Source: an optimization exercise on an open RTL-to-GDS flow (aim: a short achievable clock period and few clock cycles). Production flows keep margins and buffers that such runs may drop. In this exercise RTL edits were held to simulation tests only and were not proved equivalent to the original. In runs 2 to 5 the design's own scripts or RTL, not TritonCTS, make the clock network. No driver is modelled on the clock port, so clock power and skew are understated where the tree is cut down; a real chip needs a root buffer or a tree. Power and IR drop assume default switching activity.

==> design.v <==
`default_nettype none
package ifmap_pkg;
	localparam int MAP_SIZE = 32;
	localparam int ADDR_W = 10;
	localparam int ROW_W = 5;
	localparam int FETCH_W = 8;
	localparam int SPIKES_PER_PKT = 5;
	localparam int NUM_PE = 10;
	localparam int PE_W = 4;
	localparam int LAST_ROW_OFFSET = 27;
	localparam int LAST_COL_OFFSET = 27;
	localparam int COL_STEP = 3;
	localparam int NODE_W = 4;
	localparam logic [NODE_W-1:0] SRC_NODE = 4'b0000;
	localparam logic [NUM_PE*NODE_W-1:0] PE_NODE = {
		4'b1110, 4'b1010, 4'b0110, 4'b0010, 4'b1101,
		4'b1001, 4'b0101, 4'b0001, 4'b1100, 4'b1000
	};
	localparam int PKT_W = 35;
	localparam logic [2:0] PKT_TYPE_SPIKE = 3'b001;
	localparam int CTRL_W = 27;
	localparam logic [CTRL_W-1:0] CTRL_DONE = 27'd1;
	localparam int PAD_W = PKT_W - 2 * NODE_W - 3 - SPIKES_PER_PKT;
	typedef union packed {
		struct packed {
			logic [NODE_W-1:0] src;
			logic [NODE_W-1:0] dst;
			logic [2:0] ptype;
			logic [PAD_W-1:0] pad;
			logic [SPIKES_PER_PKT-1:0] spikes;
		} spike;
		struct packed {
			logic [NODE_W-1:0] src;
			logic [NODE_W-1:0] dst;
			logic [CTRL_W-1:0] word;
		} ctrl;
	} pkt_t;
	localparam int STATE_W = 3;
	localparam logic [STATE_W-1:0] S_IDLE = 3'd0;
	localparam logic [STATE_W-1:0] S_ISSUE = 3'd1;
	localparam logic [STATE_W-1:0] S_WAIT_WIN = 3'd2;
	localparam logic [STATE_W-1:0] S_WAIT_MAP = 3'd3;
	localparam logic [STATE_W-1:0] S_FINISH = 3'd4;
endpackage
`default_nettype wire
`timescale 1ns/1ps
`default_nettype none
module ifmap_loader_top (
	input  wire         clk,
	input  wire         reset,
	input  wire         load_valid,
	input  wire         load_map,
	input  wire  [9:0]  load_addr,
	input  wire         load_spike,
	input  wire         start,
	input  wire         ctrl_valid,
	input  wire  [34:0] ctrl_pkt,
	output logic        pkt_valid,
	output logic [34:0] pkt,
	output logic        busy,
	output logic        scan_done
);
	logic       w_v, w_m, w_s;
	logic [9:0] w_a;
	logic [63:0] w_rs;    
	logic [31:0] w_cs;    
	logic        w_d;
	logic [2047:0] mb;    
	always_ff @(posedge clk) begin
		w_v <= load_valid & ~reset;
		w_m <= load_map;
		w_a <= load_addr;
		w_s <= load_spike;
	end
	always_ff @(posedge clk) begin
		for (int r = 0; r < 64; r++)
			w_rs[r] <= w_v && ({w_m, w_a[9:5]} == 6'(r));
		for (int c = 0; c < 32; c++)
			w_cs[c] <= (w_a[4:0] == 5'(c));
		w_d <= w_s;
	end
	always_ff @(posedge clk) begin
		for (int r = 0; r < 64; r++)
			for (int c = 0; c < 32; c++)
				if (w_rs[r] && w_cs[c]) mb[r*32 + c] <= w_d;
	end
	logic [10:0] cnt0, cnt1;
	logic        loaded;
	always_ff @(posedge clk) begin
		if (reset) begin
			cnt0 <= '0;
			cnt1 <= '0;
		end else if (w_v) begin
			if (!w_m && !cnt0[10]) cnt0 <= cnt0 + 1'b1;
			if (w_m && !cnt1[10]) cnt1 <= cnt1 + 1'b1;
		end
	end
	assign loaded = (cnt0[10] | (w_v & ~w_m & (&cnt0[9:0]))) &
	                (cnt1[10] | (w_v &  w_m & (&cnt1[9:0])));
	logic done;
	logic start_take;
	logic st_r;           
	logic first;          
	logic snd;            
	logic wt;             
	logic gap;            
	logic last0, last1;   
	logic rel;
	logic [9:0] pe_oh;    
	logic [9:0] sc;       
	logic nx_rdy;
	logic [49:0] nx;      
	logic [44:0] sr;      
	logic [4:0]  pkt_spk;
	logic [3:0]  pkt_dst;
	assign done = ctrl_valid && (ctrl_pkt[26:0] == 27'd1);
	assign start_take = start && !reset && !busy && loaded;
	assign rel = (wt && done && !last0 && !last1) || (gap && done) || (first && nx_rdy);
	always_ff @(posedge clk) begin
		if (reset) begin
			busy <= 1'b0;
			scan_done <= 1'b0;
			st_r <= 1'b0;
			first <= 1'b0;
			snd <= 1'b0;
			wt <= 1'b0;
			gap <= 1'b0;
			pkt_valid <= 1'b0;
		end else begin
			busy <= start_take || (busy && !scan_done);
			scan_done <= wt && done && last1;
			st_r <= start_take;
			first <= st_r || (first && !nx_rdy);
			if (snd) begin
				pkt_valid <= 1'b1;
				snd <= !pe_oh[8];
				wt <= pe_oh[8];
			end else begin
				pkt_valid <= rel;
				snd <= rel;
				wt <= wt && !done;
			end
			gap <= (wt && done && last0) || (gap && !done);
		end
	end
	function automatic [3:0] pe_node(input [9:0] oh);
		pe_node = 4'd0;
		for (int p = 0; p < 10; p++)
			if (oh[p]) pe_node = pe_node | ((40'hEA62D951C8 >> (4*p)) & 4'hF);
	endfunction
	always_ff @(posedge clk) begin
		if (snd) begin
			pe_oh <= pe_oh << 1;
			pkt_spk <= sr[4:0];
			sr <= sr >> 5;
			pkt_dst <= pe_node(pe_oh << 1);
		end else begin
			pe_oh <= 10'd1;
			pkt_spk <= nx[4:0];
			sr <= nx[49:5];
			pkt_dst <= 4'd8;
		end
	end
	always_ff @(posedge clk) begin
		if (st_r) begin
			sc <= '0;
		end else if (pkt_valid && pe_oh[0]) begin
			sc <= sc + 1'b1;
		end
		last0 <= (sc == 10'd280);
		last1 <= (sc == 10'd560);
	end
	assign pkt = {4'b0000, pkt_dst, 3'b001, 19'd0, pkt_spk};
	logic       freq;
	logic       fm;           
	logic [4:0] fr, fcol;
	logic       sm;
	logic [4:0] srow, scol;
	logic       ract;
	logic [2:0] rk;
	logic [63:0] rsel;        
	logic [9:0]  csel;        
	logic [31:0] s1;
	logic        s1_v;
	logic [2:0]  s1_k;
	assign freq = st_r || (pkt_valid && pe_oh[0]);
	assign sm   = st_r ? 1'b0 : fm;
	assign srow = st_r ? 5'd0 : fr;
	assign scol = st_r ? 5'd0 : fcol;
	always_ff @(posedge clk) begin
		if (reset) begin
			ract <= 1'b0;
			s1_v <= 1'b0;
			nx_rdy <= 1'b0;
		end else begin
			if (freq) begin
				ract <= 1'b1;
			end else if (rk == 3'd4) begin
				ract <= 1'b0;
			end
			s1_v <= ract;
			if (freq) nx_rdy <= 1'b0;
			else if (s1_v && s1_k == 3'd4) nx_rdy <= 1'b1;
		end
	end
	always_ff @(posedge clk) begin
		if (freq) begin
			if (scol == 5'd27) begin
				fcol <= 5'd0;
				if (srow == 5'd27) begin
					fr <= 5'd0;
					fm <= ~sm;
				end else begin
					fr <= srow + 1'b1;
					fm <= sm;
				end
			end else begin
				fcol <= scol + 5'd3;
				fr <= srow;
				fm <= sm;
			end
			for (int r = 0; r < 64; r++)
				rsel[r] <= ({sm, srow} == 6'(r));
			for (int i = 0; i < 10; i++)
				csel[i] <= (scol == 5'(3*i));
			rk <= 3'd0;
		end else begin
			rsel <= rsel << 1;
			rk <= rk + 1'b1;
		end
	end
	always_ff @(posedge clk) begin
		for (int c = 0; c < 32; c++) begin
			logic b;
			b = 1'b0;
			for (int r = 0; r < 64; r++)
				b = b | (rsel[r] & mb[r*32 + c]);
			s1[c] <= b;
		end
		s1_k <= rk;
	end
	logic [7:0] win8;
	always_comb begin
		win8 = 8'd0;
		for (int i = 0; i < 10; i++)
			for (int j = 0; j < 8; j++)
				if (3*i + j < 32)
					win8[j] = win8[j] | (csel[i] & s1[(3*i + j) % 32]);
	end
	always_ff @(posedge clk) begin
		if (s1_v) begin
			for (int k = 0; k < 5; k++) begin
				if (s1_k == 3'(k)) begin
					for (int j = 0; j < 5; j++) begin
						nx[10*k + 4 - j] <= win8[j];
						nx[10*k + 5 + 4 - j] <= win8[j + 3];
					end
				end
			end
		end
	end
endmodule
`default_nettype wire
==> run.sh <==
#!/bin/bash
# synth_recipe.tcl (not shown) runs the flow's synth.tcl, then flattens the netlist and writes it again
# the make line also repeats each setting of config.mk as NAME=value (left out here)
make -C /OpenROAD-flow-scripts/flow DESIGN_CONFIG=/design/flow/config.mk WORK_HOME=/design/flow/orfs CLKGATE_MAP_FILE= SYNTH_SCRIPT=/design/flow/synth_recipe.tcl finish
==> config.mk <==
export PLATFORM = sky130hd
export DESIGN_NAME = ifmap_loader_top
export DESIGN_NICKNAME = ifmap_loader_top
export VERILOG_FILES = /design/flow/design.v
export SDC_FILE = /design/flow/constraint.sdc
export NUM_CORES = 4
export LEC_CHECK = 0
export ABC_CLOCK_PERIOD_IN_PS = 2000
export CAP_MARGIN = 20
export CORE_MARGIN = 2
export CORE_UTILIZATION = 35
export SETUP_SLACK_MARGIN = 3.0
export SLEW_MARGIN = 20
==> constraint.sdc <==
create_clock -name core_clock -period 5.0 [get_ports {clk}]
set_input_delay 1.0000 -clock core_clock [delete_from_list [all_inputs] [get_ports {clk}]]
set_output_delay 1.0000 -clock core_clock [all_outputs]
set_load 0.01 [all_outputs]
==> results of run 1 <==
-- metal layers --
layer | global-route usage (%) | routed length [um]
met1 | 37.9 | 144000
met4 | 19.5 | 36600
met5 | 0.345 | 770
met3 | 10.8 | 79800
met2 | 42.5 | 183000
-- logic make-up after synthesis --
group,Yosys count
other cells,2
fa+ha+maj,15
flops,2429
xor+xnor,29
buf+inv,738
mux,31
compound gates,1156
simple gates,2668
-- path summary, 6_finish.rpt --
check	from	endpoint	slack, ps	cells past startpoint
max	pkt_valid$_SDFF_PP0_	pkt_valid	2640	1
min	w_s$_DFF_P_	w_d$_DFF_P_	330	0
max reg2reg	rsel[9]$_DFF_P_	s1[10]$_DFF_P_	2750	5
min reg2reg	w_s$_DFF_P_	w_d$_DFF_P_	330	0
-- registers in the layout (all words and copies together), names as in the netlist, 10 cells and up --
| register | count |
|---|---|
| cnt1 | 11 |
| csel | 10 |
| w_a | 10 |
| w_cs | 32 |
| mb | 2048 |
| rsel | 64 |
| cnt0 | 11 |
| w_rs | 64 |
| s1 | 32 |
| sc | 10 |
| nx | 40 |
| sr | 45 |
-- cells in the final DEF, fill, tap and decap left out, types with 14 or more instances in the layout --
master           count
a21oi_1             14
buf_6               53
clkbuf_1            57
mux2_2              28
conb_1              26
a22oi_1             19
inv_1               16
dfxtp_2             47
nor2_1             154
bufinv_16           24
nand2_1            142
or4_1               25
buf_4              256
clkinv_2            48
a221oi_2           231
clkbuf_8            35
clkdlybuf4s50_1     43
nor2b_1             18
diode_2            227
a221oi_1           279
edfxtp_1          2109
nand4_1            142
a22o_1             524
nand3_1             30
and2_1            2062
xor2_1              19
buf_16              66
dfxtp_1            181
clkinv_1            24
clkbuf_16          252
buf_12             111
dfxtp_4             92
o21ai_0             57
-- area by class of cell --
cell class / count / area [um2]
antenna: 227 / 568
clock buffer: 335 / 6780
clock inverter: 119 / 1410
fill: 25100 / 163000
inverter: 18 / 73.8
multi-input combinational: 3925 / 28500
sequential: 2429 / 70100
tap: 3743 / 4680
timing repair buffer: 562 / 7600
-- what timing repair did --
| action | 4_1_cts | 5_1_grt |
|---|---|---|
| endpoints found under the setup margin | 1778 | 588 |
| pin swaps | 73 | 73 |
| endpoints found under the hold margin | 0 | 0 |
| resized for setup | 543 | 172 |
| setup buffers | 214 | 45 |
| cloned | 34 | 9 |
-- power breakdown --
part / total (mW) / internal (mW) / switching (mW)
registers: 22.0 / 22.0 / 0.0681
clock network: 18.9 / 10.7 / 8.18
logic: 0.509 / 0.102 / 0.408
-- through the flow --
stage	std cells	setup slack, ps
final	11400	2640
after global routing	11100	2610
after CTS	11100	2600
after detailed placement	10400	2250
after global placement	10400	2260
after floorplan	7092	-4530
==> impl_results.md, run 1 <==
- Status: finished with violations
- SO Faults: antenna rules
- Worst hold margin: 331 ps
- Gr usage total: 29.7%
- Share of layout cells above drive strength 1: 18.1%
- Post-synth EDFFs: 2109
- Cell Rows: 195
- Final setup violating endpoints: 0
- Root buffer cell: clkbuf_16
- Worst path max stage delay: 340 ps
- GPL Wtd Cong: 0.886
- Largest net degree at the start of global routing: 240
- Design area: 0.120 mm2
- Die Ht: 537 um
- Cell Area, Synth: 0.0993 mm2
- DR pass1 iterations: 7
- Post-Synth Simple-Gate Area: 16.1%
- Crit path time final: 2360 ps
- Latest clock arrival within the worst-skew pair: 920 ps
- Main combinational cell family by area after synthesis: simple AND/OR/NAND/NOR gates
- Yosys warns: 1
- Max Cap Violations: 0
- Compound-gate portion of the synthesized area: 9.89%
- Leakage: 40.5 nW
- Slew HR: 12.8%
- Startpoint types: flip-flop
- Async SR Flop Fraction: 0%
- Nets: 7240
- Vias: 73100
- CP required: 4000 ps
- PD cells: 346 mW/mm2
- Utilization after layout: 42.4%
- Critical path class: flip-flop to output pin
- Dpl cell area: 0.104 mm2
- Post-synthesis cell count: 7068
- Die area: 0.288 mm2
- Vias/cell: 6.43
- Final Max Tran Viols: 0
- Synth Area in Adders: 0.189%
- CTS sink cnt: 2429
- Worst Setup End Kind: output pin
- Routed wire length: 444000 um
- Final Hold Fails: 0
- CTS tree: built
- RSZ-0062 raised after global routing: yes
- Crit-path slowest cell: dfxtp_4
- Worst-path maximum fanout: 2
- Starting Density: 35.2%
- First-pass GRT wire length: 574000 um
- CP top delay family: flip-flops
- Setup TNS: 0 ps
- Top cell type's share of synthesized area: 63.8%
- Peak supply drop: 382 uV
- GRT Residual Overflow: 0
- Synth Area in XOR/XNOR: 0.256%
- Slew @ Worst Pin: 1310 ps
- Max Freq: 423 MHz
- Area growth, synth to finish: 20.6%
- Mux cell area share after synthesis: 0.348%
- Number of buffers created by CTS: 237
- Clk buf depth: 3
- Critical path arrival: 1360 ps
- Post-synth top flop: edfxtp_1
- Synth area leader: edfxtp_1
- Sequential share of the synthesized area: 70.2%
- Number of global-route vias before repair: 63800
- H-tree depth: 4
- Syn avg cell area: 14.0 um2
- Drt drc: 0
- Routed len/inst: 39.1 um
- Initial DRC count: 16100
- Area of the core: 0.282 mm2
- Worst-path cell chain: buf_6
- CTS Hold Bufs: 0
- Fin crit share: 47.3%
- Total power: 41.4 mW
- I/O pin cnt: 90
- Count leader, synth: edfxtp_1
- Top cells by area, synth: edfxtp_1 64%, and2_1 13%, dfxtp_1 6.5%, a22o_1 4.7%, a221oi_1 4.6%
- Clock skew: 52.5 ps
- Yosys reg bits: 2429
- Clock-pin slew on the worst setup and hold paths: 60 ps
- Chip width: 537 um
- Hpwl dp: 213000 um
- IO buf count: 55
- Synth top cells by count: 2109 x edfxtp_1, 2062 x and2_1, 629 x clkbuf_1
- Min-Delay Path Class: flip-flop to flip-flop
- Antenna Violating Nets Remaining: 6
- Number of distinct library cells after synthesis: 55
- Antenna violations before repair: 119
- Worst Path Buf+Inv: 1
Testbench counts, summed over its fixed seeds: cycles 22,440.
==> inputs of run 2 (changes only) <==
--- a/design.v
+++ b/design.v
@@ -86,2 +86,9 @@
 	end
+	logic [39:0] w0;      
+	always_ff @(posedge clk) begin
+		for (int r = 0; r < 5; r++)
+			for (int c = 0; c < 8; c++)
+				if (load_valid && !reset && !load_map && load_addr == 10'(r*32 + c))
+					w0[r*8 + c] <= load_spike;
+	end
 	logic [10:0] cnt0, cnt1;
@@ -102,3 +109,2 @@
 	logic st_r;           
-	logic first;          
 	logic snd;            
@@ -110,3 +116,3 @@
 	logic [9:0] sc;       
-	logic nx_rdy;
+	logic [49:0] w0p;     
 	logic [49:0] nx;      
@@ -117,3 +123,3 @@
 	assign start_take = start && !reset && !busy && loaded;
-	assign rel = (wt && done && !last0 && !last1) || (gap && done) || (first && nx_rdy);
+	assign rel = (wt && done && !last0 && !last1) || (gap && done) || start_take;
 	always_ff @(posedge clk) begin
@@ -123,3 +129,2 @@
 			st_r <= 1'b0;
-			first <= 1'b0;
 			snd <= 1'b0;
@@ -132,3 +137,2 @@
 			st_r <= start_take;
-			first <= st_r || (first && !nx_rdy);
 			if (snd) begin
@@ -158,4 +162,4 @@
 			pe_oh <= 10'd1;
-			pkt_spk <= nx[4:0];
-			sr <= nx[49:5];
+			pkt_spk <= busy ? nx[4:0] : w0p[4:0];
+			sr <= busy ? nx[49:5] : w0p[49:5];
 			pkt_dst <= 4'd8;
@@ -163,8 +167,11 @@
 	end
-	always_ff @(posedge clk) begin
-		if (st_r) begin
-			sc <= '0;
-		end else if (pkt_valid && pe_oh[0]) begin
-			sc <= sc + 1'b1;
-		end
+	always_comb begin
+		for (int k = 0; k < 5; k++)
+			for (int j = 0; j < 5; j++) begin
+				w0p[10*k + 4 - j] = w0[8*k + j];
+				w0p[10*k + 5 + 4 - j] = w0[8*k + j + 3];
+			end
+	end
+	always_ff @(posedge clk) begin
+		sc <= (st_r ? 10'd0 : sc) + 10'(pkt_valid && pe_oh[0]);
 		last0 <= (sc == 10'd280);
@@ -182,5 +189,6 @@
 	logic [9:0]  csel;        
-	logic [31:0] s1;
+	logic [31:0] s1q [4];     
 	logic        s1_v;
 	logic [2:0]  s1_k;
+	logic [31:0] s1;
 	assign freq = st_r || (pkt_valid && pe_oh[0]);
@@ -188,3 +196,3 @@
 	assign srow = st_r ? 5'd0 : fr;
-	assign scol = st_r ? 5'd0 : fcol;
+	assign scol = st_r ? 5'd3 : fcol;
 	always_ff @(posedge clk) begin
@@ -193,3 +201,2 @@
 			s1_v <= 1'b0;
-			nx_rdy <= 1'b0;
 		end else begin
@@ -201,4 +208,2 @@
 			s1_v <= ract;
-			if (freq) nx_rdy <= 1'b0;
-			else if (s1_v && s1_k == 3'd4) nx_rdy <= 1'b1;
 		end
@@ -232,11 +237,13 @@
 	always_ff @(posedge clk) begin
-		for (int c = 0; c < 32; c++) begin
-			logic b;
-			b = 1'b0;
-			for (int r = 0; r < 64; r++)
-				b = b | (rsel[r] & mb[r*32 + c]);
-			s1[c] <= b;
-		end
+		for (int q = 0; q < 4; q++)
+			for (int c = 0; c < 32; c++) begin
+				logic b;
+				b = 1'b0;
+				for (int r = 16*q; r < 16*q + 16; r++)
+					b = b | (rsel[r] & mb[r*32 + c]);
+				s1q[q][c] <= b;
+			end
 		s1_k <= rk;
 	end
+	assign s1 = s1q[0] | s1q[1] | s1q[2] | s1q[3];
 	logic [7:0] win8;
==> flow/run.sh (new file) <==
#!/bin/bash
# The standard layout, except that the clock tree is built by flow/cts_hook.tcl (a balanced
# two-level tree: the clock port drives four root buffers, each root drives the leaf buffers of
# one quarter of the registers) in place of TritonCTS. Everything else is the standard flow.
set -euo pipefail
here=$(pwd)
export PRE_CTS_TCL=$here/flow/cts_hook.tcl
bash standard.sh finish > standard_finish.log 2>&1
==> flow/cts_hook.tcl (new file) <==
# PRE_CTS hook: build the clock tree here and make the flow's clock_tree_synthesis call a no-op.
source [file join [file dirname [info script]] mytree.tcl]
set mt_leaf_max 30
if {[info exists ::env(MT_LEAF_MAX)]} { set mt_leaf_max $::env(MT_LEAF_MAX) }
mt_build sky130_fd_sc_hd__clkbuf_16 sky130_fd_sc_hd__clkbuf_16 $mt_leaf_max
rename clock_tree_synthesis mt_orig_cts
proc clock_tree_synthesis {args} {
  puts "mytree: clock tree built by the PRE_CTS hook, clock_tree_synthesis skipped"
  set_propagated_clock [all_clocks]
}
==> flow/mytree.tcl (new file) <==
# Build a two-level clock tree: clk port -> NROOT root buffers -> leaf buffers -> registers.
# Sinks are split by recursive bisection (alternating x/y at the median) into leaf clusters
# of at most LEAF_MAX sinks; the first two levels of the split give the root groups.
proc mt_center {its} {
  set sx 0; set sy 0; set n 0
  foreach it $its {
    set bb [[$it getInst] getBBox]
    set sx [expr {$sx + ([$bb xMin] + [$bb xMax]) / 2.0}]
    set sy [expr {$sy + ([$bb yMin] + [$bb yMax]) / 2.0}]
    incr n
  }
  return [list [expr {$sx / $n}] [expr {$sy / $n}]]
}
proc mt_key {it axis} {
  set bb [[$it getInst] getBBox]
  if {$axis == 0} { return [expr {[$bb xMin] + [$bb xMax]}] }
  return [expr {[$bb yMin] + [$bb yMax]}]
}
proc mt_split {its axis {frac 0.5}} {
  set l {}
  foreach it $its { lappend l [list [mt_key $it $axis] $it] }
  set l [lsort -real -index 0 $l]
  set h [expr {int(round([llength $l] * $frac))}]
  set a {}; set b {}
  set i 0
  foreach e $l { if {$i < $h} { lappend a [lindex $e 1] } else { lappend b [lindex $e 1] }; incr i }
  return [list $a $b]
}
# returns a list of leaf clusters of at most maxn sinks each, as even as the count allows
proc mt_leaves {its axis maxn} {
  set n [llength $its]
  if {$n <= $maxn} { return [list $its] }
  set k [expr {($n + $maxn - 1) / $maxn}]
  set k1 [expr {$k / 2}]
  lassign [mt_split $its $axis [expr {double($k1) / $k}]] a b
  return [concat [mt_leaves $a [expr {1 - $axis}] $maxn] [mt_leaves $b [expr {1 - $axis}] $maxn]]
}
proc mt_place {inst xy} {
  set m [$inst getMaster]
  set x [expr {int([lindex $xy 0] - [$m getWidth] / 2)}]
  set y [expr {int([lindex $xy 1] - [$m getHeight] / 2)}]
  $inst setLocation $x $y
  $inst setPlacementStatus PLACED
}
proc mt_build {root_cell leaf_cell leaf_max} {
  set block [ord::get_db_block]
  set db [ord::get_db]
  set clk [$block findNet clk]
  set sinks {}
  foreach it [$clk getITerms] { lappend sinks $it }
  puts "mytree: [llength $sinks] sinks"
  set rm [$db findMaster $root_cell]
  set lm [$db findMaster $leaf_cell]
  # four root groups: split x then y
  lassign [mt_split $sinks 0] h0 h1
  set groups [concat [mt_split $h0 1] [mt_split $h1 1]]
  set r 0; set nl 0
  foreach g $groups {
    set leaves [mt_leaves $g 0 $leaf_max]
    set rnet [odb::dbNet_create $block "clknet_r$r"]
    $rnet setSigType CLOCK
    set lxy {}
    foreach lv $leaves {
      set lnet [odb::dbNet_create $block "clknet_l$nl"]
      $lnet setSigType CLOCK
      set li [odb::dbInst_create $block $lm "clkbuf_l$nl"]
      set xy [mt_center $lv]
      lappend lxy $xy
      mt_place $li $xy
      foreach it $lv { $it disconnect; $it connect $lnet }
      [$li findITerm X] connect $lnet
      [$li findITerm A] connect $rnet
      incr nl
    }
    set ri [odb::dbInst_create $block $rm "clkbuf_r$r"]
    set sx 0; set sy 0
    foreach xy $lxy { set sx [expr {$sx + [lindex $xy 0]}]; set sy [expr {$sy + [lindex $xy 1]}] }
    mt_place $ri [list [expr {$sx / [llength $lxy]}] [expr {$sy / [llength $lxy]}]]
    [$ri findITerm X] connect $rnet
    [$ri findITerm A] connect $clk
    puts "mytree: root $r drives [llength $leaves] leaves"
    incr r
  }
}
==> standard.sh (new file) <==
#!/bin/bash
# synth_recipe.tcl (not shown) runs the flow's synth.tcl, then flattens the netlist and writes it again
# the make line also repeats each setting of config.mk as NAME=value (left out here)
make -C /OpenROAD-flow-scripts/flow DESIGN_CONFIG=/design/flow/config.mk WORK_HOME=/design/flow/orfs CLKGATE_MAP_FILE= SYNTH_SCRIPT=/design/flow/synth_recipe.tcl "${@:-finish}"
--- a/config.mk
+++ b/config.mk
@@ -10,3 +10,4 @@
 export CORE_MARGIN = 2
-export CORE_UTILIZATION = 35
+export CORE_UTILIZATION = 65
+export PLACE_DENSITY = 0.8
 export SETUP_SLACK_MARGIN = 3.0
removed: run.sh
==> run 2 against run 1 <==
Now clean on timing, DRC and antenna. Synthesized cell count rose by 3.7%. Core utilization rose by 26 points. Register-to-register slack improved by 190 ps. Combinational power fell by 7.7%. Die area fell by 44%. Synthesized area rose by 3.8%. First-iteration DRC count fell by 35%. Design area fell by 9.2%. Critical path depth did not move. Worst setup slack improved by 300 ps. Global-route usage rose by 4.3 points.
==> impl_results.md, run 2 <==
- Status: complete, no violations
- Clock skew: 27.3 ps (-25.2 ps)
- Count leader, synth: edfxtp_1
- Final worst slack: 2930 ps (+297 ps)
- Die area: 0.162 mm2 (-44%)
- Cell Area, Synth: 0.103 mm2 (+3.8%)
- Number of global-route vias before repair: 60100 (-5.9%)
- Initial DRC count: 10400 (-35%)
- Yosys warns: 2 (+1)
- Startpoint types: flip-flop
- Share of layout cells above drive strength 1: 8.12% (-10 points)
- Post-synth EDFFs: 2149 (+1.9%)
- Syn avg cell area: 14.1 um2 (about the same)
- Biggest regs: mb (2048), s1q (128)
- Filler cell count: 10200 (-59%)
- Fin crit share: 41.4% (-5.9 points)
- Area growth, synth to finish: 5.51%
- Nets: 7065 (-2.4%)
- CTS Hold Bufs: 0 (unchanged)
- Post-synthesis cell count: 7330 (+3.7%)
- Max Freq: 484 MHz (+14%)
- Die Ht: 402 um (-25%)
- Post-synth top flop: edfxtp_1
- Top cell type's share of synthesized area: 62.6% (-1.2 points)
- Critical path class: flip-flop to output pin
- Worst path max stage delay: 360 ps (+20 ps)
- Antenna Violating Nets Remaining: 0 (-6)
- Most common cell after layout, fill and taps aside: edfxtp_1
- Final setup violating endpoints: 0 (unchanged)
- Worst r2r dst: s1q[1][25]$_DFF_P_
- Crit path time final: 2070 ps (-297 ps)
- Leakage: 36.1 nW (-11%)
- Cell Rows: 146 (-25%)
- Antenna violations before repair: 26 (-78%)
- Yosys reg bits: 2563 (+5.5%)
- I/O pin cnt: 90 (unchanged)
- Final Hold Fails: 0 (unchanged)
- Min-Delay Path Class: flip-flop to flip-flop
- R2R depth: 4 (-1)
- Largest register by flop count: mb
- Crit-path slowest cell: dfxtp_4
- Number of distinct library cells after synthesis: 57 (+3.6%)
- Synth top cells by count: 2149 x edfxtp_1, 2059 x and2_1, 691 x clkbuf_1
- Routed wire length: 286000 um (-36%)
- Drt drc: 0 (unchanged)
- Async SR Flop Fraction: 0% (unchanged)
- Worst hold margin: 364 ps (+32.3 ps)
- Routed len/inst: 31.5 um (-19%)
- HP Start: w_s$_DFF_P_
- Vias/cell: 6.93 (+7.8%)
- CP required: 4000 ps (about the same)
- Hpwl dp: 149000 um (-30%)
- Synth area leader: edfxtp_1
- Chip width: 402 um (-25%)
- Number of flip-flops under the largest register name: 2048 (unchanged)
- PD cells: 302 mW/mm2 (-13%)
- CP top delay family: flip-flops
- Design area: 0.109 mm2 (-9.2%)
- RSZ-0062 raised after global routing: yes
- Max Cap Violations: 0 (unchanged)
- Slew @ Worst Pin: 1060 ps (-248 ps)
- First-pass GRT wire length: 401000 um (-30%)
- Top cells by area, synth: edfxtp_1 63%, and2_1 13%, dfxtp_1 8.0%, a22o_1 4.6%, a221oi_1 4.4%
- DR pass1 iterations: 7 (unchanged)
- Hold Crit Endpoint: w_d$_DFF_P_
- Vias: 62900 (-14%)
- Sequential share of the synthesized area: 70.7% (+0.43 points)
- Clock-pin slew on the worst setup and hold paths: 110 ps (+50 ps)
- Most frequent cells in the layout: 2149 x edfxtp_1, 2059 x and2_1, 541 x a22o_1
- GRT Residual Overflow: 0 (unchanged)
- Dpl cell area: 0.105 mm2 (+1.0%)
- IO buf count: 55 (unchanged)
- Final Max Tran Viols: 0 (unchanged)
- Starting Density: 65.3% (+30 points)
- Slew HR: 29.3% (+16 points)
- Latest clock arrival within the worst-skew pair: 620 ps (-300 ps)
- Gr usage total: 34.1% (+4.3 points)
- Dpl ws: 1790 ps (-462 ps)
- Peak supply drop: 384 uV (+0.52%)
- Largest net degree at the start of global routing: 289 (+20%)
- Worst-path maximum fanout: 2 (unchanged)
- Area of the core: 0.158 mm2 (-44%)
- Worst Path Buf+Inv: 1 (unchanged)
- FF-to-FF Start: rsel[31]$_DFF_P_
- Setup slack, reg-to-reg: 2940 ps (+190 ps)
- Critical path arrival: 1070 ps (-290 ps)
- Worst-path cell chain: buf_6
- Worst Setup End Kind: output pin
- GPL Wtd Cong: 0.951 (+7.3%)
- Worst hold path depth: 0 (unchanged)
[run 2: cell count changes after synthesis, sizes merged, moves of 31 or more]
cell,delta
buf,-33
clkbuf,+62
dfxtp,+94
edfxtp,+40
mux2i,+31
nor2,+42
[run 2: power breakdown]
part,switching [mW],internal (mW),total (mW)
clock,5.85,3.27,9.12
sequential,0.107,23.1,23.2
combinational,0.360,0.110,0.470
[run 2: repair_timing]
| item | CTS | global route |
|---|---|---|
| pin swaps | 29 | 35 |
| gates cloned | 2 | 4 |
| buffers inserted | 40 | 34 |
| setup endpoints to repair | 1154 | 1488 |
| gates resized for setup | 162 | 108 |
[run 2: cells by family (layout without fill, tap and decap cells)]
group                    Yosys count  count (layout)  synth area share [%]
buffers and inverters            779             421                  2.97
multiplexers                      38              38                 0.374
AO/OA/AOI/OAI                   1211            1211                  9.89
adder cells (fa/ha/maj)           15              15                 0.182
other                              2              34               0.00729
XOR/XNOR                          25              25                 0.212
flip-flops                      2563            2563                  70.7
AND/OR/NAND/NOR                 2697            2697                  15.7
[run 2: per-stage QoR]
stage                     setup TNS (ps)  util (%)  total power, mW  cells
final                                  0      68.9             32.8   9076
after global routing                   0      68.9             33.4   9069
after CTS                              0      68.3             32.7   9030
after floorplan                 -9267230         -             24.0   7354
after global placement                 0      66.4             24.1   8895
after detailed placement               0      66.4             24.1   8896
[run 2: final cells by class]
cell class	instances	area, um2	share of cell area, %
antenna	8	20.0	0.0184
buffer	92	2300	2.12
inverter	30	116	0.107
multi-input combinational	4012	27700	25.5
sequential	2563	73100	67.2
tap	2072	2590	2.38
timing repair buffer	298	2870	2.64
timing repair inverter	1	7.51	0.00690
[run 2: worst max path at each step]
stage	startpoint	endpoint	slack [ps]	depth (start not counted)
2_1_floorplan	w_d$_DFF_P_	mb[0]$_DFFE_PP_	-4530	0
3_3_place_gp	reset	w0[31]$_DFFE_PP_	1830	6
3_5_place_dp	reset	w0[29]$_DFFE_PP_	1790	6
4_1_cts	w_d$_DFF_P_	mb[958]$_DFFE_PP_	2850	1
5_1_grt	pkt_valid$_SDFF_PP0_	pkt_valid	2900	1
6_report	pkt_valid$_SDFF_PP0_	pkt_valid	2930	1
[run 2: layer usage]
metal,global-route usage (%),part of all wire [%]
met3,7.85,14
met4,15.4,5.7
met1,45.2,34
met2,54.1,46
met5,0,0.033
Testbench counts of run 2, summed over its fixed seeds: cycles 22,408.
==> inputs of run 3 (changes only) <==
--- a/design.v
+++ b/design.v
@@ -66,3 +66,3 @@
 	logic [31:0] w_cs;    
-	logic        w_d;
+	logic [63:0] w_d;     
 	logic [2047:0] mb;    
@@ -75,7 +75,8 @@
 	always_ff @(posedge clk) begin
-		for (int r = 0; r < 64; r++)
+		for (int r = 0; r < 64; r++) begin
 			w_rs[r] <= w_v && ({w_m, w_a[9:5]} == 6'(r));
+			if (w_v && ({w_m, w_a[9:5]} == 6'(r))) w_d[r] <= w_s;
+		end
 		for (int c = 0; c < 32; c++)
 			w_cs[c] <= (w_a[4:0] == 5'(c));
-		w_d <= w_s;
 	end
@@ -84,3 +85,3 @@
 			for (int c = 0; c < 32; c++)
-				if (w_rs[r] && w_cs[c]) mb[r*32 + c] <= w_d;
+				if (w_rs[r] && w_cs[c]) mb[r*32 + c] <= w_d[r];
 	end
@@ -175,3 +176,3 @@
 	always_ff @(posedge clk) begin
-		sc <= (st_r ? 10'd0 : sc) + 10'(pkt_valid && pe_oh[0]);
+		sc <= (st_r ? 10'd0 : sc) + 10'(snd && pe_oh[0]);
 		last0 <= (sc == 10'd280);
@@ -193,3 +194,3 @@
 	logic [31:0] s1;
-	assign freq = st_r || (pkt_valid && pe_oh[0]);
+	assign freq = st_r || (snd && pe_oh[0]);
 	assign sm   = st_r ? 1'b0 : fm;
--- a/flow/cts_hook.tcl
+++ b/flow/cts_hook.tcl
@@ -4,2 +4,20 @@
 if {[info exists ::env(MT_LEAF_MAX)]} { set mt_leaf_max $::env(MT_LEAF_MAX) }
+
+# Placement buffers the ports with small delay cells; give them plain buffers before the
+# timing repair, which may only swap a cell for one of the same footprint.
+foreach bt [[ord::get_db_block] getBTerms] {
+  set net [$bt getNet]
+  if {$net == "NULL" || [$bt getName] == "clk"} { continue }
+  foreach it [$net getITerms] {
+    set inst [$it getInst]
+    set m [[$inst getMaster] getName]
+    if {![regexp {buf|dly} $m]} { continue }
+    if {[$bt getIoType] == "OUTPUT" && [$it isOutputSignal]} {
+      replace_cell [$inst getName] sky130_fd_sc_hd__buf_6
+    } elseif {[$bt getIoType] == "INPUT" && [$it isInputSignal]} {
+      replace_cell [$inst getName] sky130_fd_sc_hd__buf_4
+    }
+  }
+}
+
 mt_build sky130_fd_sc_hd__clkbuf_16 sky130_fd_sc_hd__clkbuf_16 $mt_leaf_max
==> run 3 against run 2 <==
Still clean. Critical path depth unchanged. Global-route usage up 4.4 points. Routed wire length up 12%. First-iteration DRC count up 13%. Power up 0.89%. Via count up 5.3%. Design area up 1.2%. Sequential power about the same. Critical path type unchanged.
==> impl_results.md, run 3 <==
- Yosys reg bits: 2626 (+2.5%)
- Latest clock arrival within the worst-skew pair: 630 ps (about the same)
- Async SR Flop Fraction: 0% (unchanged)
- I/O pin cnt: 90 (unchanged)
- Setup TNS: 0 ps (unchanged)
- Yosys warns: 2 (unchanged)
- Area growth, synth to finish: 4.90%
- Post-synthesis cell count: 7398 (+0.93%)
- Leakage: 36.4 nW (+1.0%)
- Area of the core: 0.160 mm2 (+1.6%)
- DR pass1 iterations: 8 (+1)
- Worst Setup End Kind: output pin
- IO buf count: 55 (unchanged)
- Die Ht: 406 um (+0.90%)
- Startpoint types: flip-flop
- Slew HR: 22.2% (-7.1 points)
- Post-synth top flop: edfxtp_1
- Sequential share of the synthesized area: 71.2% (+0.55 points)
- Non-Filler Instances: 9222 (+1.6%)
- Vias: 66300 (+5.3%)
- Worst-path cell chain: buf_6
- Int Power: 26.7 mW (+1.1%)
- Synth area leader: edfxtp_1
- Initial DRC count: 11800 (+13%)
- Crit-path slowest cell: dfxtp_2
- Antenna Violating Nets Remaining: 0 (unchanged)
- Worst path max stage delay: 340 ps (-20 ps)
- Clock Power Share: 28.2% (+0.4 points)
- Routed len/inst: 34.8 um (+10%)
- Top cell type's share of synthesized area: 63.3% (+0.71 points)
- Status: complete, no violations
- Critical path class: flip-flop to output pin
- Antenna violations before repair: 29 (+12%)
- Clock-pin slew on the worst setup and hold paths: 110 ps (about the same)
- Min-Delay Path Class: flip-flop to flip-flop
- Starting Density: 65.4% (+0.13 points)
- Final setup violating endpoints: 0 (unchanged)
- Most common cell after layout, fill and taps aside: edfxtp_1
- Drt drc: 0 (unchanged)
- CP required: 4000 ps (about the same)
- Comb pwr share: 0.7% (-0.7 points)
- First-pass GRT wire length: 449000 um (+12%)
- Hpwl dp: 167000 um (+12%)
- Gr usage total: 38.4% (+4.4 points)
- Largest register by flop count: mb
- Cell Area, Synth: 0.105 mm2 (+1.8%)
- Net Sw Frac: 19.1% (-0.13 points)
- Post-synth EDFFs: 2213 (+3.0%)
- PD cells: 300 mW/mm2 (-0.34%)
- Vias/cell: 7.19 (+3.7%)
- Setup slack, reg-to-reg: 2940 ps (about the same)
- Worst-path maximum fanout: 2 (unchanged)
- Cell Rows: 147 (+0.68%)
- Placed Cells: 9099 (+2.3%)
- Crit path time final: 2060 ps (-4.92 ps)
- Synth top cells by count: 2213 x edfxtp_1, 2058 x and2_1, 697 x clkbuf_1
- Most frequent cells in the layout: 2213 x edfxtp_1, 2058 x and2_1, 538 x a22o_1
- Chip width: 406 um (+0.90%)
- Critical path arrival: 1060 ps (about the same)
- Routed wire length: 321000 um (+12%)
- Final Hold Fails: 0 (unchanged)
- Slew @ Worst Pin: 1170 ps (+108 ps)
- GPL Wtd Cong: 0.940 (-1.2%)
- Max Freq: 485 MHz (+0.24%)
- Syn avg cell area: 14.2 um2 (+0.89%)
- Die area: 0.165 mm2 (+1.8%)
- Peak supply drop: 398 uV (+3.4%)
- CP top delay family: flip-flops
- Final Max Tran Viols: 0 (unchanged)
- Number of global-route vias before repair: 64300 (+7.0%)
- Worst Path Buf+Inv: 1 (unchanged)
- Clock skew: 25.7 ps (-1.62 ps)
- Count leader, synth: edfxtp_1
- RSZ-0062 raised after global routing: yes
- Fin crit share: 41.3% (-0.098 points)
- Biggest regs: mb (2048), s1q (128)
- Share of layout cells above drive strength 1: 8.14% (+0.025 points)
- Number of distinct library cells after synthesis: 58 (+1.8%)
- Number of flip-flops under the largest register name: 2048 (unchanged)
- Top cells by area, synth: edfxtp_1 63%, and2_1 12%, dfxtp_1 7.9%, a22o_1 4.5%, a221oi_1 4.3%
- Largest net degree at the start of global routing: 92 (-68%)
- CTS Hold Bufs: 0 (unchanged)
- Seq pwr share: 71.1% (+0.4 points)
- Nets: 7117 (+0.74%)
- GRT Residual Overflow: 0 (unchanged)
- Net Sw Power: 6.33 mW (+0.21%)
- Max Cap Violations: 0 (unchanged)
==> run 3: cell count changes in the layout (fill, tap and decap cells not counted), moves of 13 or more <==
cell,change
buf_4,+46
dfxtp_4,-18
buf_6,+13
edfxtp_1,+64
clkdlybuf4s50_1,-36
dfxtp_2,+20
==> run 3: timing repair <==
action / 4_1_cts / 5_1_grt
buffers inserted: 10 / 7
gates resized for setup: 63 / 68
pin swaps: 21 / 31
setup endpoints to repair: 314 / 117
endpoints found under the hold margin: 0 / 0
==> run 3: power groups by stage <==
stage	logic [mW]	clock network (mW)	registers, mW
2_1_floorplan	0.142	0	24.0
5_1_grt	0.251	9.90	23.5
3_5_place_dp	0.236	0	24.0
3_3_place_gp	0.225	0	24.0
4_1_cts	0.233	9.25	23.5
6_report	0.243	9.33	23.5
==> run 3: path summary, 6_finish.rpt <==
| path | startpoint | end | cells after the start |
|---|---|---|---|
| worst min register to register | rk[1]$_SDFF_PN0_ | s1_k[1]$_DFF_P_ | 0 |
| worst max-delay path | busy$_SDFF_PP0_ | busy | 1 |
| worst min-delay path | rk[1]$_SDFF_PN0_ | s1_k[1]$_DFF_P_ | 0 |
| worst max register to register | rsel[58]$_DFF_P_ | s1q[3][15]$_DFF_P_ | 3 |
==> run 3: cells by family after synthesis <==
family	after synthesis	synth area share (%)
simple gates	2700	15.4
flops	2626	71.2
compound gates	1213	9.71
buf+inv	780	2.90
mux	37	0.358
xor+xnor	25	0.209
fa+ha+maj	15	0.179
other cells	2	0.00716
==> run 3: area by class of cell <==
cell class / count / area, um2
Sequential cell: 2626 / 75000
Buffer: 92 / 2300
Multi-Input combinational cell: 4016 / 27600
Inverter: 33 / 131
Fill cell: 10600 / 50300
Timing Repair Buffer: 281 / 2350
Antenna cell: 14 / 35.0
Tap cell: 2160 / 2700
==> run 3: metal layers <==
metal / vias to the layer above / part of all wire (%) / GRT usage (%)
li1: 26400 / - / -
met1: 32900 / 32 / 49.7
met2: 5792 / 44 / 59.5
met3: 1209 / 16 / 11.0
met4: 10 / 6.8 / 20.2
met5: - / 0.12 / 0
==> run 3: per-stage QoR <==
step | instance area, um2 | worst slack [ps] | hold slack (ps) | util (%) | power [mW]
2_1_floorplan | 105000 | 2810 | 355 | - | 24.1
3_3_place_gp | 107000 | 1550 | 368 | 66.8 | 24.2
3_5_place_dp | 107000 | 1530 | 365 | 66.8 | 24.2
4_1_cts | 110000 | 2930 | 382 | 68.4 | 33.0
5_1_grt | 110000 | 2910 | 399 | 68.6 | 33.7
6_report | 110000 | 2940 | 386 | 68.6 | 33.1
Testbench counts of run 3, summed over its fixed seeds: cycles 22,408.
==> inputs of run 4 (changes only) <==
--- a/design.v
+++ b/design.v
@@ -88,7 +88,10 @@
 	logic [39:0] w0;      
-	always_ff @(posedge clk) begin
+	logic [39:0] w0f;     
+	always_comb begin
 		for (int r = 0; r < 5; r++)
 			for (int c = 0; c < 8; c++)
-				if (load_valid && !reset && !load_map && load_addr == 10'(r*32 + c))
-					w0[r*8 + c] <= load_spike;
+				w0f[r*8 + c] = (w_v && !w_m && w_a == 10'(r*32 + c)) ? w_s : w0[r*8 + c];
+	end
+	always_ff @(posedge clk) begin
+		w0 <= w0f;
 	end
@@ -111,3 +114,3 @@
 	logic snd;            
-	logic wt;             
+	logic wtr, wt0, wt1;
 	logic gap;            
@@ -124,3 +127,3 @@
 	assign start_take = start && !reset && !busy && loaded;
-	assign rel = (wt && done && !last0 && !last1) || (gap && done) || start_take;
+	assign rel = ((wtr || gap) && done) || start_take;
 	always_ff @(posedge clk) begin
@@ -131,3 +134,5 @@
 			snd <= 1'b0;
-			wt <= 1'b0;
+			wtr <= 1'b0;
+			wt0 <= 1'b0;
+			wt1 <= 1'b0;
 			gap <= 1'b0;
@@ -136,3 +141,3 @@
 			busy <= start_take || (busy && !scan_done);
-			scan_done <= wt && done && last1;
+			scan_done <= wt1 && done;
 			st_r <= start_take;
@@ -141,3 +146,5 @@
 				snd <= !pe_oh[8];
-				wt <= pe_oh[8];
+				wtr <= pe_oh[8] && !last0 && !last1;
+				wt0 <= pe_oh[8] && last0;
+				wt1 <= pe_oh[8] && last1;
 			end else begin
@@ -145,5 +152,7 @@
 				snd <= rel;
-				wt <= wt && !done;
-			end
-			gap <= (wt && done && last0) || (gap && !done);
+				wtr <= wtr && !done;
+				wt0 <= wt0 && !done;
+				wt1 <= wt1 && !done;
+			end
+			gap <= (wt0 && done) || (gap && !done);
 		end
@@ -171,4 +180,4 @@
 			for (int j = 0; j < 5; j++) begin
-				w0p[10*k + 4 - j] = w0[8*k + j];
-				w0p[10*k + 5 + 4 - j] = w0[8*k + j + 3];
+				w0p[10*k + 4 - j] = w0f[8*k + j];
+				w0p[10*k + 5 + 4 - j] = w0f[8*k + j + 3];
 			end
@@ -182,6 +191,6 @@
 	logic       freq;
-	logic       fm;           
-	logic [4:0] fr, fcol;
-	logic       sm;
-	logic [4:0] srow, scol;
+	logic [63:0] frow;        
+	logic [9:0]  fcol;        
+	logic [63:0] srow;
+	logic [9:0]  scol;
 	logic       ract;
@@ -195,5 +204,4 @@
 	assign freq = st_r || (snd && pe_oh[0]);
-	assign sm   = st_r ? 1'b0 : fm;
-	assign srow = st_r ? 5'd0 : fr;
-	assign scol = st_r ? 5'd3 : fcol;
+	assign srow = st_r ? 64'd1 : frow;
+	assign scol = st_r ? 10'd2 : fcol;
 	always_ff @(posedge clk) begin
@@ -213,20 +221,11 @@
 		if (freq) begin
-			if (scol == 5'd27) begin
-				fcol <= 5'd0;
-				if (srow == 5'd27) begin
-					fr <= 5'd0;
-					fm <= ~sm;
-				end else begin
-					fr <= srow + 1'b1;
-					fm <= sm;
-				end
+			if (scol[9]) begin
+				fcol <= 10'd1;
+				frow <= srow[27] ? (64'd1 << 32) : srow[59] ? 64'd1 : (srow << 1);
 			end else begin
-				fcol <= scol + 5'd3;
-				fr <= srow;
-				fm <= sm;
-			end
-			for (int r = 0; r < 64; r++)
-				rsel[r] <= ({sm, srow} == 6'(r));
-			for (int i = 0; i < 10; i++)
-				csel[i] <= (scol == 5'(3*i));
+				fcol <= scol << 1;
+				frow <= srow;
+			end
+			rsel <= srow;
+			csel <= scol;
 			rk <= 3'd0;
--- a/flow/cts_hook.tcl
+++ b/flow/cts_hook.tcl
@@ -22,3 +22,3 @@
 
-mt_build sky130_fd_sc_hd__clkbuf_16 sky130_fd_sc_hd__clkbuf_16 $mt_leaf_max
+mt_build sky130_fd_sc_hd__buf_16 sky130_fd_sc_hd__buf_12 $mt_leaf_max
 rename clock_tree_synthesis mt_orig_cts
--- a/flow/mytree.tcl
+++ b/flow/mytree.tcl
@@ -44,2 +44,5 @@
 }
+proc mt_out {inst} {
+  foreach it [$inst getITerms] { if {[$it isOutputSignal]} { return $it } }
+}
 proc mt_build {root_cell leaf_cell leaf_max} {
@@ -70,3 +73,3 @@
       foreach it $lv { $it disconnect; $it connect $lnet }
-      [$li findITerm X] connect $lnet
+      [mt_out $li] connect $lnet
       [$li findITerm A] connect $rnet
@@ -78,3 +81,3 @@
     mt_place $ri [list [expr {$sx / [llength $lxy]}] [expr {$sy / [llength $lxy]}]]
-    [$ri findITerm X] connect $rnet
+    [mt_out $ri] connect $rnet
     [$ri findITerm A] connect $clk
==> run 4 against run 3 <==
Still clean on timing, DRC and antenna. Sequential share of layout area shrank 0.14 points. Final cell count grew 3.4%. Hold slack lost 5.0 ps. Largest power group unchanged.
==> impl_results.md, run 4 <==
- Status: complete, no violations
- Initial DRC count: 12300 (+4.7%)
- Post-synth EDFFs: 2235 (+0.99%)
- Async SR Flop Fraction: 0% (unchanged)
- Vias: 69000 (+4.1%)
- Yosys warns: 2 (unchanged)
- Area growth, synth to finish: 4.34%
- Peak supply drop: 456 uV (+15%)
- Final setup violating endpoints: 0 (unchanged)
- Critical path class: flip-flop to flip-flop
- Max Freq: 465 MHz (-4.1%)
- Clock-pin slew on the worst setup and hold paths: 110 ps (about the same)
- Dpl cell area: 0.110 mm2 (+2.5%)
- Largest net degree at the start of global routing: 98 (+6.5%)
- Area of the core: 0.165 mm2 (+2.8%)
- CP required: 5280 ps (+1280 ps)
- Setup slack, reg-to-reg: 2850 ps (-90 ps)
- Hpwl dp: 173000 um (+3.3%)
- Worst r2r dst: s1q[0][20]$_DFF_P_
- Crit path from: rsel[13]$_DFF_P_
- Gr usage total: 38.3% (-0.13 points)
- RSZ-0062 raised after global routing: yes
- Leakage: 37.3 nW (+2.4%)
- R2R depth: 4 (+1)
- Worst-path maximum fanout: 18 (+16)
- Most frequent cells in the layout: 2235 x edfxtp_1, 2077 x and2_1, 519 x a22o_1
- HP Start: rk[1]$_SDFF_PN0_
- Cell Area, Synth: 0.108 mm2 (+2.7%)
- Antenna Violating Nets Remaining: 0 (unchanged)
- Sequential share of the synthesized area: 70.7% (-0.50 points)
- Worst hold margin: 381 ps (-4.99 ps)
- Starting Density: 65.4% (about the same)
- Max Cap Violations: 0 (unchanged)
- Routed len/inst: 34.8 um (-0.20%)
- Fin crit share: 43.0% (+1.7 points)
- Design area: 0.112 mm2 (+2.2%)
- Drt drc: 0 (unchanged)
- Antenna violations before repair: 20 (-31%)
- Largest register by flop count: mb
- Chip width: 411 um (+1.3%)
- Number of flip-flops under the largest register name: 2048 (unchanged)
- Worst Setup End Kind: flip-flop
- Top cell type's share of synthesized area: 62.3% (-1.1 points)
- FF-to-FF Start: rsel[13]$_DFF_P_
- IO buf count: 55 (unchanged)
- Worst hold path depth: 0 (unchanged)
- Top cells by area, synth: edfxtp_1 62%, and2_1 12%, dfxtp_1 8.5%, a221oi_1 4.3%, a22o_1 4.2%
- Latest clock arrival within the worst-skew pair: 580 ps (-50 ps)
- GRT Residual Overflow: 0 (unchanged)
- Clock skew: 18.3 ps (-7.40 ps)
- Total power: 34.6 mW (+4.6%)
- Post-synthesis cell count: 7729 (+4.5%)
- Hold Crit Endpoint: s1_k[1]$_DFF_P_
- Synth top cells by count: 2235 x edfxtp_1, 2077 x and2_1, 750 x clkbuf_1
- Slew HR: 22.7% (+0.53 points)
- Slew @ Worst Pin: 1160 ps (-8.02 ps)
- PD cells: 308 mW/mm2 (+2.4%)
- DR pass1 iterations: 8 (unchanged)
- Synth area leader: edfxtp_1
- Min-Delay Path Class: flip-flop to flip-flop
- Setup TNS: 0 ps (unchanged)
- Most common cell after layout, fill and taps aside: edfxtp_1
- Startpoint types: flip-flop
- Critical path arrival: 2430 ps (+1370 ps)
- First-pass GRT wire length: 464000 um (+3.3%)
- Multi-input gate area: 0.0288 mm2 (+4.3%)
- Final worst slack: 2850 ps (-87.1 ps)
- I/O pin cnt: 90 (unchanged)
- Share of layout cells above drive strength 1: 8.06% (-0.080 points)
- Crit path time final: 2150 ps (+87.1 ps)
- Biggest regs: mb (2048), s1q (128)
- Sequential cell area: 0.0764 mm2 (+2.0%)
- Final Max Tran Viols: 0 (unchanged)
- Syn avg cell area: 13.9 um2 (-1.7%)
- Vias/cell: 7.24 (+0.67%)
- GPL Wtd Cong: 0.949 (+1.0%)
- Yosys reg bits: 2690 (+2.4%)
- Filler cell count: 11000 (+3.2%)
- Die Ht: 411 um (+1.3%)
- Die area: 0.169 mm2 (+2.7%)
- Dpl ws: 2190 ps (+668 ps)
- Number of distinct library cells after synthesis: 67 (+16%)
- Cell Rows: 149 (+1.4%)
- Final Hold Fails: 0 (unchanged)
- Number of global-route vias before repair: 66600 (+3.6%)
- Nets: 7401 (+4.0%)
- Post-synth top flop: edfxtp_1
- Routed wire length: 332000 um (+3.2%)
- Count leader, synth: edfxtp_1
[run 4: per-stage QoR]
stage / std cells / util, %
after global placement: 9414 / 66.6
after global routing: 9531 / 68.2
after CTS: 9524 / 68.0
after detailed placement: 9415 / 66.7
final: 9539 / 68.2
after floorplan: 7753 / -
[run 4: cell type report]
type                            count  area share [%]
Sequential cell                  2690            68.0
Multi-Input combinational cell   4236            25.6
Tap cell                         2189            2.44
Timing Repair Buffer              292            2.17
Buffer                             96            1.74
Inverter                           27          0.0946
Antenna cell                        9          0.0200
[run 4: cell families after synthesis]
logic type / count (synthesis) / synth area share, %
muxes: 1 / 0.00929
xor gates and xnor gates: 24 / 0.195
adders and majority gates: 6 / 0.0696
AOI/OAI and AO/OA: 1359 / 10.4
and+or+nand+nor: 2817 / 15.6
other: 2 / 0.00697
DFF: 2690 / 70.7
buffers and inverters: 830 / 3.02
[run 4: worst max path at each step]
stage                     cells after the start  slack, ps                  to
after global placement                        6       2220      snd$_SDFF_PP0_
after detailed placement                      6       2190      snd$_SDFF_PP0_
final                                         4       2850  s1q[0][20]$_DFF_P_
after floorplan                               4       2940      snd$_SDFF_PP0_
after CTS                                     5       2920      sr[30]$_DFF_P_
after global routing                          2       2890  frow[13]$_DFFE_PN_
[run 4: critical path: stages (launching register included)]
cell,delay (ps)
dfxtp_2,500
buf_6,290
a22o_1,220
a221oi_1,310
nand4_1,490
[run 4: timing repair]
| item | 4_1_cts | 5_1_grt |
|---|---|---|
| gates resized for setup | 84 | 68 |
| cloned | 4 | 1 |
| buffers inserted | 9 | 5 |
| hold buffers | 0 | 0 |
| setup endpoints to repair | 500 | 219 |
| pin swaps | 17 | 17 |
[run 4: layer usage]
layer  vias to the layer above  track usage (%)  share of wire (%)
met3                      1212             9.29                 16
met1                     33900             50.9                 33
li1                      27600                -                  -
met2                      6261             59.3                 45
met4                         4             19.7                6.6
met5                         -                0             0.0057
[run 4: where the power goes]
part	total [mW]	internal, mW	switching (mW)
combinational	0.981	0.310	0.670
sequential	24.3	24.0	0.274
clock	9.32	3.02	6.30
total	34.6	27.4	7.25
Testbench counts of run 4, summed over its fixed seeds: cycles 22,408.
==> inputs of run 5 (changes only) <==
--- a/design.v
+++ b/design.v
@@ -88,10 +88,7 @@
 	logic [39:0] w0;      
-	logic [39:0] w0f;     
-	always_comb begin
+	always_ff @(posedge clk) begin
 		for (int r = 0; r < 5; r++)
 			for (int c = 0; c < 8; c++)
-				w0f[r*8 + c] = (w_v && !w_m && w_a == 10'(r*32 + c)) ? w_s : w0[r*8 + c];
-	end
-	always_ff @(posedge clk) begin
-		w0 <= w0f;
+				if (load_valid && !reset && !load_map && load_addr == 10'(r*32 + c))
+					w0[r*8 + c] <= load_spike;
 	end
@@ -180,4 +177,4 @@
 			for (int j = 0; j < 5; j++) begin
-				w0p[10*k + 4 - j] = w0f[8*k + j];
-				w0p[10*k + 5 + 4 - j] = w0f[8*k + j + 3];
+				w0p[10*k + 4 - j] = w0[8*k + j];
+				w0p[10*k + 5 + 4 - j] = w0[8*k + j + 3];
 			end
@@ -199,6 +196,6 @@
 	logic [9:0]  csel;        
-	logic [31:0] s1q [4];     
-	logic        s1_v;
-	logic [2:0]  s1_k;
-	logic [31:0] s1;
+	logic [31:0] s1q [8];     
+	logic        s1_v, s2_v;
+	logic [2:0]  s1_k, s2_k;
+	logic [31:0] s1;          
 	assign freq = st_r || (snd && pe_oh[0]);
@@ -210,2 +207,3 @@
 			s1_v <= 1'b0;
+			s2_v <= 1'b0;
 		end else begin
@@ -217,2 +215,3 @@
 			s1_v <= ract;
+			s2_v <= s1_v;
 		end
@@ -237,3 +236,3 @@
 	always_ff @(posedge clk) begin
-		for (int q = 0; q < 4; q++)
+		for (int q = 0; q < 8; q++)
 			for (int c = 0; c < 32; c++) begin
@@ -241,3 +240,3 @@
 				b = 1'b0;
-				for (int r = 16*q; r < 16*q + 16; r++)
+				for (int r = 8*q; r < 8*q + 8; r++)
 					b = b | (rsel[r] & mb[r*32 + c]);
@@ -246,4 +245,7 @@
 		s1_k <= rk;
-	end
-	assign s1 = s1q[0] | s1q[1] | s1q[2] | s1q[3];
+		s2_k <= s1_k;
+	end
+	always_ff @(posedge clk) begin
+		s1 <= s1q[0] | s1q[1] | s1q[2] | s1q[3] | s1q[4] | s1q[5] | s1q[6] | s1q[7];
+	end
 	logic [7:0] win8;
@@ -257,5 +259,5 @@
 	always_ff @(posedge clk) begin
-		if (s1_v) begin
+		if (s2_v) begin
 			for (int k = 0; k < 5; k++) begin
-				if (s1_k == 3'(k)) begin
+				if (s2_k == 3'(k)) begin
 					for (int j = 0; j < 5; j++) begin
==> run 5 against run 4 <==
Die area grew 2.5%. Hold slack got worse by 47 ps. Sequential power rose by 6%. Synthesized cell count rose by 3.3%. Routed wire length decreased by 7.8%. Largest cell class unchanged. Largest power group unchanged.
==> impl_results.md, run 5 <==
- Async SR Flop Fraction: 0% (unchanged)
- Routed wire length: 306000 um (-7.8%)
- Peak supply drop: 441 uV (-3.3%)
- Top cells by area, synth: edfxtp_1 62%, and2_1 12%, dfxtp_1 10%, a22oi_1 7.5%, clkbuf_1 2.5%
- Gr usage total: 34.5% (-3.8 points)
- Placed Cells: 9745 (+3.5%)
- Latest clock arrival within the worst-skew pair: 600 ps (+20 ps)
- Synth Area in Adders: 0.0680% (-0.0017 points)
- Final Max Tran Viols: 0 (unchanged)
- Sequential cell area: 0.0800 mm2 (+4.6%)
- Dpl cell area: 0.113 mm2 (+2.7%)
- Most frequent cells in the layout: 2275 x edfxtp_1, 2068 x and2_1, 1098 x a22oi_1
- Area of the core: 0.169 mm2 (+2.6%)
- Largest net degree at the start of global routing: 96 (-2.0%)
- Clock-pin slew on the worst setup and hold paths: 110 ps (about the same)
- Final setup violating endpoints: 0 (unchanged)
- Synth top cells by count: 2275 x edfxtp_1, 2068 x and2_1, 1098 x a22oi_1
- GRT Residual Overflow: 0 (unchanged)
- Synth Area in XOR/XNOR: 0.182% (-0.013 points)
- Vias/cell: 6.79 (-6.1%)
- Die Ht: 416 um (+1.2%)
- PD cells: 317 mW/mm2 (+3.1%)
- Filler cell count: 11300 (+3.0%)
- Area growth, synth to finish: 4.13%
- Cell Area, Synth: 0.110 mm2 (+2.5%)
- Routed len/inst: 31.0 um (-11%)
- Syn avg cell area: 13.8 um2 (-0.77%)
- Post-synth top flop: edfxtp_1
- Worst-path cell chain: buf_6
- Cell Rows: 151 (+1.3%)
- Status: complete, no violations
- Antenna Violating Nets Remaining: 0 (unchanged)
- Post-synth EDFFs: 2275 (+1.8%)
- Slew HR: 7.00% (-16 points)
- Slew @ Worst Pin: 1380 ps (+223 ps)
- Mux cell area share after synthesis: 0.331% (+0.32 points)
- First-pass GRT wire length: 436000 um (-6.0%)
- RSZ-0062 raised after global routing: yes
- Setup TNS: 0 ps (unchanged)
- Top cell type's share of synthesized area: 61.8% (-0.43 points)
- Count leader, synth: edfxtp_1
- Largest register by flop count: mb
- Crit-path slowest cell: dfxtp_2
- Leakage: 37.5 nW (+0.42%)
- Drt drc: 0 (unchanged)
- Min-Delay Path Class: flip-flop to flip-flop
- Post-Synth Simple-Gate Area: 15.9% (+0.34 points)
- Multi-input gate area: 0.0277 mm2 (-3.8%)
- Worst path max stage delay: 350 ps (-150 ps)
- CP top delay family: flip-flops
- Number of global-route vias before repair: 66000 (-0.84%)
- Yosys reg bits: 2854 (+6.1%)
- Max Freq: 490 MHz (+5.4%)
- Synth area leader: edfxtp_1
- Main combinational cell family by area after synthesis: simple AND/OR/NAND/NOR gates
- Hpwl dp: 169000 um (-1.9%)
- Compound-gate portion of the synthesized area: 8.32% (-2.1 points)
- Nets: 7697 (+4.0%)
- CTS Hold Bufs: 0 (unchanged)
- Worst Setup End Kind: output pin
- CP required: 4000 ps (-1280 ps)
- Crit path time final: 2040 ps (-110 ps)
- Setup slack, reg-to-reg: 2970 ps (+120 ps)
- Design area: 0.115 mm2 (+2.3%)
- Chip width: 416 um (+1.2%)
- Worst hold margin: 334 ps (-46.8 ps)
- Antenna violations before repair: 9 (-55%)
- Non-Filler Instances: 9861 (+3.4%)
- Starting Density: 65.3% (-0.069 points)
- Biggest regs: mb (2048), s1q (256)
- Final Hold Fails: 0 (unchanged)
- Critical path arrival: 1040 ps (-1390 ps)
- Post-synthesis cell count: 7983 (+3.3%)
- Critical path class: flip-flop to output pin
- Vias: 67000 (-3.0%)
- Max Cap Violations: 0 (unchanged)
- Total power: 36.5 mW (+5.4%)
- Yosys warns: 2 (unchanged)
- IO buf count: 55 (unchanged)
- Number of distinct library cells after synthesis: 53 (-21%)
- Share of layout cells above drive strength 1: 6.72% (-1.3 points)
- Clock skew: 28.8 ps (+10.5 ps)
- GPL Wtd Cong: 0.927 (-2.4%)
- Most common cell after layout, fill and taps aside: edfxtp_1
- Worst-path maximum fanout: 2 (-16)
- Sequential share of the synthesized area: 72.3% (+1.6 points)
- Number of flip-flops under the largest register name: 2048 (unchanged)
- Fin crit share: 40.8% (-2.2 points)
- Startpoint types: flip-flop
- Initial DRC count: 10000 (-19%)
- DR pass1 iterations: 6 (-2)
- I/O pin cnt: 90 (unchanged)
- Worst Path Buf+Inv: 1 (unchanged)
- Die area: 0.173 mm2 (+2.5%)
run 5: per-stage QoR:
step	worst slack [ps]	utilization, %
finish	2960	68.0
global route	2940	68.0
CTS	2870	67.9
detailed placement	2010	66.7
global placement	2090	66.7
floorplan	2860	-
run 5: path summary, 6_finish.rpt:
kind / startpoint / endpoint / cells after the start
setup / recovery: busy$_SDFF_PP0_ / busy / 1
hold / removal: s1_k[2]$_DFF_P_ / s2_k[2]$_DFF_P_ / 0
setup reg to reg: csel[6]$_DFFE_PN_ / nx[43]$_DFFE_PP_ / 3
hold reg to reg: s1_k[2]$_DFF_P_ / s2_k[2]$_DFF_P_ / 0
run 5: power by group:
group          internal [mW]  switching, mW  leakage [nW]
sequential              25.5          0.299          25.1
combinational          0.286          0.674          11.4
clock                   3.14           6.54         0.953
total                   29.0           7.51          37.5
run 5: layer usage:
layer	vias to the layer above	part of all wire, %	track usage (%)	routed length [um]
met3	833	13	6.86	38900
met5	-	0.012	0	37
met4	6	7.2	19.4	22000
met2	4794	46	54.9	140000
li1	28100	-	-	-
met1	33300	34	44.8	104000
run 5: what timing repair did:
| item | 4_1_cts | 5_1_grt |
|---|---|---|
| endpoints found under the setup margin | 170 | 125 |
| resized for setup | 20 | 21 |
| pin swaps | 3 | 2 |
| gates cloned | 0 | 3 |
| buffers inserted | 4 | 2 |
run 5: area by class of cell:
cell class / count / share of cell area (%)
flip-flops and latches: 2854 / 69.5
multi-input cells: 4344 / 24.1
well taps: 2218 / 2.41
repair buffers: 309 / 2.10
plain buffers: 100 / 1.77
inverters: 28 / 0.104
repair inverters: 2 / 0.0152
diodes: 6 / 0.0131
run 5: cell families (layout without fill, tap and decap cells):
family / Yosys count / after routing
buffers and inverters: 810 / 439
other: 2 / 32
and+or+nand+nor: 2992 / 2993
DFF: 2854 / 2854
adders and majority gates: 6 / 6
AOI/OAI and AO/OA: 1260 / 1260
xor gates and xnor gates: 23 / 23
muxes: 36 / 36
Testbench counts of run 5, summed over its fixed seeds: cycles 22,408.

## static timing again, ports no longer ideal
The results above use ideal ports. As a check the final layouts listed here were re-extracted and re-timed, cells and wires unchanged.
Step 1, drivers: a clkbuf_16 drives clk and a buf_2 each remaining input, both assumed.
Step 2, shift: input delay + t, output delay - t, t = (earliest + latest rising clock arrival at the registers) / 2. This alone moves slack from input paths to output paths.
Three values: ideal, step 1, step 2; two values: the first two.
| run | t (ns) | setup slack, ns | worst setup path at the end | clock arrival spread, ns | slew at the worst register clock pin (ns) |
|---|---|---|---|---|---|
| run 1 | 1.002 | 2.635 / 2.526 / 2.241 | input to register | 0.058 / 0.057 | 0.07 / 0.07 |
| run 2 | 0.785 | 2.932 / 2.746 / 2.365 | input to register | 0.033 / 0.034 | 0.11 / 0.11 |
| run 3 | 0.806 | 2.937 / 2.743 / 2.429 | input to register | 0.030 / 0.030 | 0.12 / 0.12 |
| run 4 | 0.780 | 2.850 / 2.751 / 2.515 | input to register | 0.025 / 0.025 | 0.12 / 0.12 |
| run 5 | 0.786 | 2.960 / 2.757 / 2.488 | input to register | 0.034 / 0.034 | 0.12 / 0.12 |
For run 2, which loses most, drivers alone change the setup slack by -0.186 ns; drivers and shift together by -0.567 ns.
